Context: an optimization exercise on an open-source flow, tuned for small area and a short achievable clock period. The choices shown serve that exercise and are no tape-out recipe. Only simulation tests tie the RTL to the original design; equivalence was not proved.

fjord:
## dgt_raddr_scheduler
module dgt_raddr_scheduler #(
    parameter int unsigned NUM_REQ     = 256,
    parameter int unsigned PARALLELISM = 4,
    parameter int unsigned NUM_CH      = 2
) (
    input  logic                    clk_i,
    input  logic                    rst_ni,
    input  logic                    en_i,
    input  logic                    flush_i,
    input  logic [NUM_CH-1:0]       req_valid_i,
    output logic [NUM_CH-1:0]       req_ready_o,
    input  logic [NUM_CH*NUM_REQ-1:0] req_i,
    input  logic [NUM_CH-1:0]       msb_first_i,
    input  logic [NUM_CH-1:0]       dense_mode_i,
    input  logic [$clog2(NUM_REQ/PARALLELISM)-1:0]     addr_lower_bound_i,
    input  logic [$clog2(NUM_REQ/PARALLELISM)-1:0]     addr_upper_bound_i,
    output logic                    idx_valid_o,
    input  logic                    idx_ready_i,
    output logic [$clog2(NUM_REQ/PARALLELISM)-1:0]     idx_o,
    output logic [((NUM_CH>1)?$clog2(NUM_CH):1)-1:0]     ch_o,
    output logic [PARALLELISM-1:0]  lane_mask_o,
    output logic [NUM_REQ/PARALLELISM-1:0]    grant_block_one_hot_o,
    output logic                    last_o,
    output logic                    empty_o
);
For scale: ~540 flip-flops.
Settings: LEC_CHECK=0, CAP_MARGIN=20, CORE_MARGIN=2, CORE_UTILIZATION=40, SETUP_SLACK_MARGIN=3.9, SLEW_MARGIN=20; clock period 10.0 ns.
standard.sh (not shown) runs the stock make flow with config.mk's settings and CLKGATE_MAP_FILE= SYNTH_SCRIPT=/design/flow/synth_recipe.tcl, a recipe that flattens the netlist after the stock synthesis.
==> flow/flow/run.sh <==
#!/bin/bash
# Standard ORFS layout with two changes:
# - the port buffers are the smallest plain buffer (sky130_fd_sc_hd__buf_1)
#   instead of the default delay-buffer cell;
# - clock tree synthesis clusters up to 20 sinks within 100 um per leaf
#   buffer and inserts no dummy loads.
set -euo pipefail
bash standard.sh \
  "BUFFER_PORTS_ARGS=-buffer_cell sky130_fd_sc_hd__buf_1" \
  "CTS_ARGS=-sink_clustering_enable -repair_clock_nets -sink_clustering_size 20 -sink_clustering_max_diameter 100 -dont_use_dummy_load" \
  finish > orfs_make.log 2>&1
Edits applied to the flow inputs when going from fjord to onyx:
Settings: SETUP_SLACK_MARGIN now 5, was 3.9.
==> comparison <==
Insertion delay of the later-clocked pin in the worst-skew pair essentially unchanged between onyx and fjord. The met2 wire length of onyx is lower than that of fjord. Going from fjord to onyx, critical path depth dropped 3, routed metal-1 wire length rose by 3.7%.
> inputs changed (onyx -> delta)
Settings: changing CORE_UTILIZATION from 40 to 45; changing SETUP_SLACK_MARGIN from 5 to 4.3.
==> comparison <==
Routed wirelength normalized by instance count essentially unchanged between delta and onyx.
delta against onyx: wire length decreased about 4.3%; global-route total usage across every layer moved up; delay of the slowest cell on the worst path down 0.04 ns.
--- input diff delta..garnet ---
Settings: a change of CORE_UTILIZATION from 45 to 50.
- garnet: all stages complete, timing, DRC and antenna checks passed
- Clock latency reported for the late side of the worst-skew pair of garnet is on par with delta.
- Number of global-route vias before repair on garnet is up relative to delta.
- Summary of garnet over delta: total wire length moved up, cell area saw a decrease.
- Looking at effective utilization at floorplan across garnet and delta, the one that comes out higher is garnet.
--- input diff garnet..yarrow ---
Settings: swapping 50 for 40 in CORE_UTILIZATION.
==> results.txt <==
yarrow gives less initial standard-cell utilization of the core than garnet did.
[yarrow vs garnet] cell area: higher in yarrow
garnet -> yarrow: minimum hold slack flat
Diff garnet -> yarrow: minimum clock period +0.16 ns; share of final layout cell area taken by non-clock buffers +0.65 points; worst setup slack -0.16 ns; clock skew -0.017 ns.
| fraction of met1 tracks used by global routing | yarrow vs garnet | 11 points lower |


dgt_raddr_scheduler, a different RTL version from the one above (not shown whole).
For scale: roughly 540 flip-flops, about 620 I/O pins, roughly 31000 um2 of cells after synthesis.
## dgt_raddr_scheduler
module dgt_raddr_scheduler #(
    parameter int unsigned NUM_REQ     = 256,
    parameter int unsigned PARALLELISM = 4,
    parameter int unsigned NUM_CH      = 2
) (
    input  logic                    clk_i,
    input  logic                    rst_ni,
    input  logic                    en_i,
    input  logic                    flush_i,
    input  logic [NUM_CH-1:0]       req_valid_i,
    output logic [NUM_CH-1:0]       req_ready_o,
    input  logic [NUM_CH*NUM_REQ-1:0] req_i,
    input  logic [NUM_CH-1:0]       msb_first_i,
    input  logic [NUM_CH-1:0]       dense_mode_i,
    input  logic [$clog2(NUM_REQ/PARALLELISM)-1:0]     addr_lower_bound_i,
    input  logic [$clog2(NUM_REQ/PARALLELISM)-1:0]     addr_upper_bound_i,
    output logic                    idx_valid_o,
    input  logic                    idx_ready_i,
    output logic [$clog2(NUM_REQ/PARALLELISM)-1:0]     idx_o,
    output logic [((NUM_CH>1)?$clog2(NUM_CH):1)-1:0]     ch_o,
    output logic [PARALLELISM-1:0]  lane_mask_o,
    output logic [NUM_REQ/PARALLELISM-1:0]    grant_block_one_hot_o,
    output logic                    last_o,
    output logic                    empty_o
);
    localparam int unsigned NUM_BLK    = NUM_REQ / PARALLELISM;
    localparam int unsigned ADDR_WIDTH = $clog2(NUM_BLK);
    localparam int unsigned CH_WIDTH   = (NUM_CH > 1) ? $clog2(NUM_CH) : 1;
    logic [NUM_CH-1:0][NUM_REQ-1:0]    lane_q;
    logic [NUM_CH-1:0][ADDR_WIDTH-1:0] lo_q, hi_q;
    logic [NUM_CH-1:0]                 order_q, dense_q;
    logic [NUM_CH-1:0]                 armed_q;
    logic [CH_WIDTH-1:0]               rr_q;
    logic [NUM_CH-1:0][NUM_BLK-1:0]    pv;
    logic [NUM_CH-1:0]                 c_any, c_multi;
    logic [NUM_CH-1:0][ADDR_WIDTH-1:0] c_idx;
  ...
Settings: LEC_CHECK=0, ABC_CLOCK_PERIOD_IN_PS=5000, CAP_MARGIN=20, CORE_MARGIN=2, CORE_UTILIZATION=40, SETUP_SLACK_MARGIN=4.5, SLEW_MARGIN=20; clock period 10.0 ns.
run.sh (not shown) runs the stock make flow with config.mk's settings and CLKGATE_MAP_FILE= SYNTH_SCRIPT=/design/flow/synth_recipe.tcl, a recipe that flattens the netlist after the stock synthesis.
Stock flow here: none of the scripts above is used.
The first run finished clean.
Edit:
--- a/flow/config.mk
+++ b/flow/config.mk
@@ -6,8 +6,7 @@
 export NUM_CORES = 4
 export LEC_CHECK = 0
-export ABC_CLOCK_PERIOD_IN_PS = 5000
 export CAP_MARGIN = 20
 export CORE_MARGIN = 2
 export CORE_UTILIZATION = 40
-export SETUP_SLACK_MARGIN = 4.5
+export SETUP_SLACK_MARGIN = 0.3
 export SLEW_MARGIN = 20
Outcome: Setup slack loses 1500 ps; critical path depth grows by 2; via count shrinks by a little under a tenth; design area shrinks by about a fifth; hold slack loses 74 ps; core utilization shrinks by 8.8 points; global-route usage shrinks by 2.7 points; sequential share of layout area grows by 5.6 points.

==> re-timing with driven ports <==
The flow's constraints put no driver on any port. The routed layouts listed below were extracted and timed again, unchanged, in two steps. Step 1, drivers: a clkbuf_16 drives clk_i and a buf_2 each remaining input, both assumed. Step 2, shift: input delay + t, output delay - t, t = (earliest + latest rising clock arrival at the registers) / 2. This alone moves slack from input paths to output paths. Slacks: no drivers / after step 1 / after step 2; pairs: no drivers / after step 1.
run | shift t [ns] | setup slack, ns | worst setup path after step 2 | worst slew at a driven data input, ns
fjord | 0.659 | 3.845 / 3.770 / 3.431 | input to register | 0.12
onyx | 0.633 | 4.346 / 4.287 / 4.311 | input to register | 0.16
delta | 0.631 | 4.249 / 4.183 / 3.757 | input to register | 0.14
garnet | 0.637 | 4.252 / 4.183 / 3.717 | input to register | 0.12
yarrow | 0.654 | 4.092 / 4.024 / 3.698 | input to register | 0.12
the first run of note 2 | 0.699 | 1.837 / 1.771 / 2.470 | register to output | 0.08
the second run of note 2 | 0.714 | 0.300 / 0.229 / 0.942 | register to output | 0.08
After both steps setup and hold are still met in every run listed. The setup slack of garnet, which loses most, moves by -0.069 ns with the drivers and by -0.535 ns with both steps.
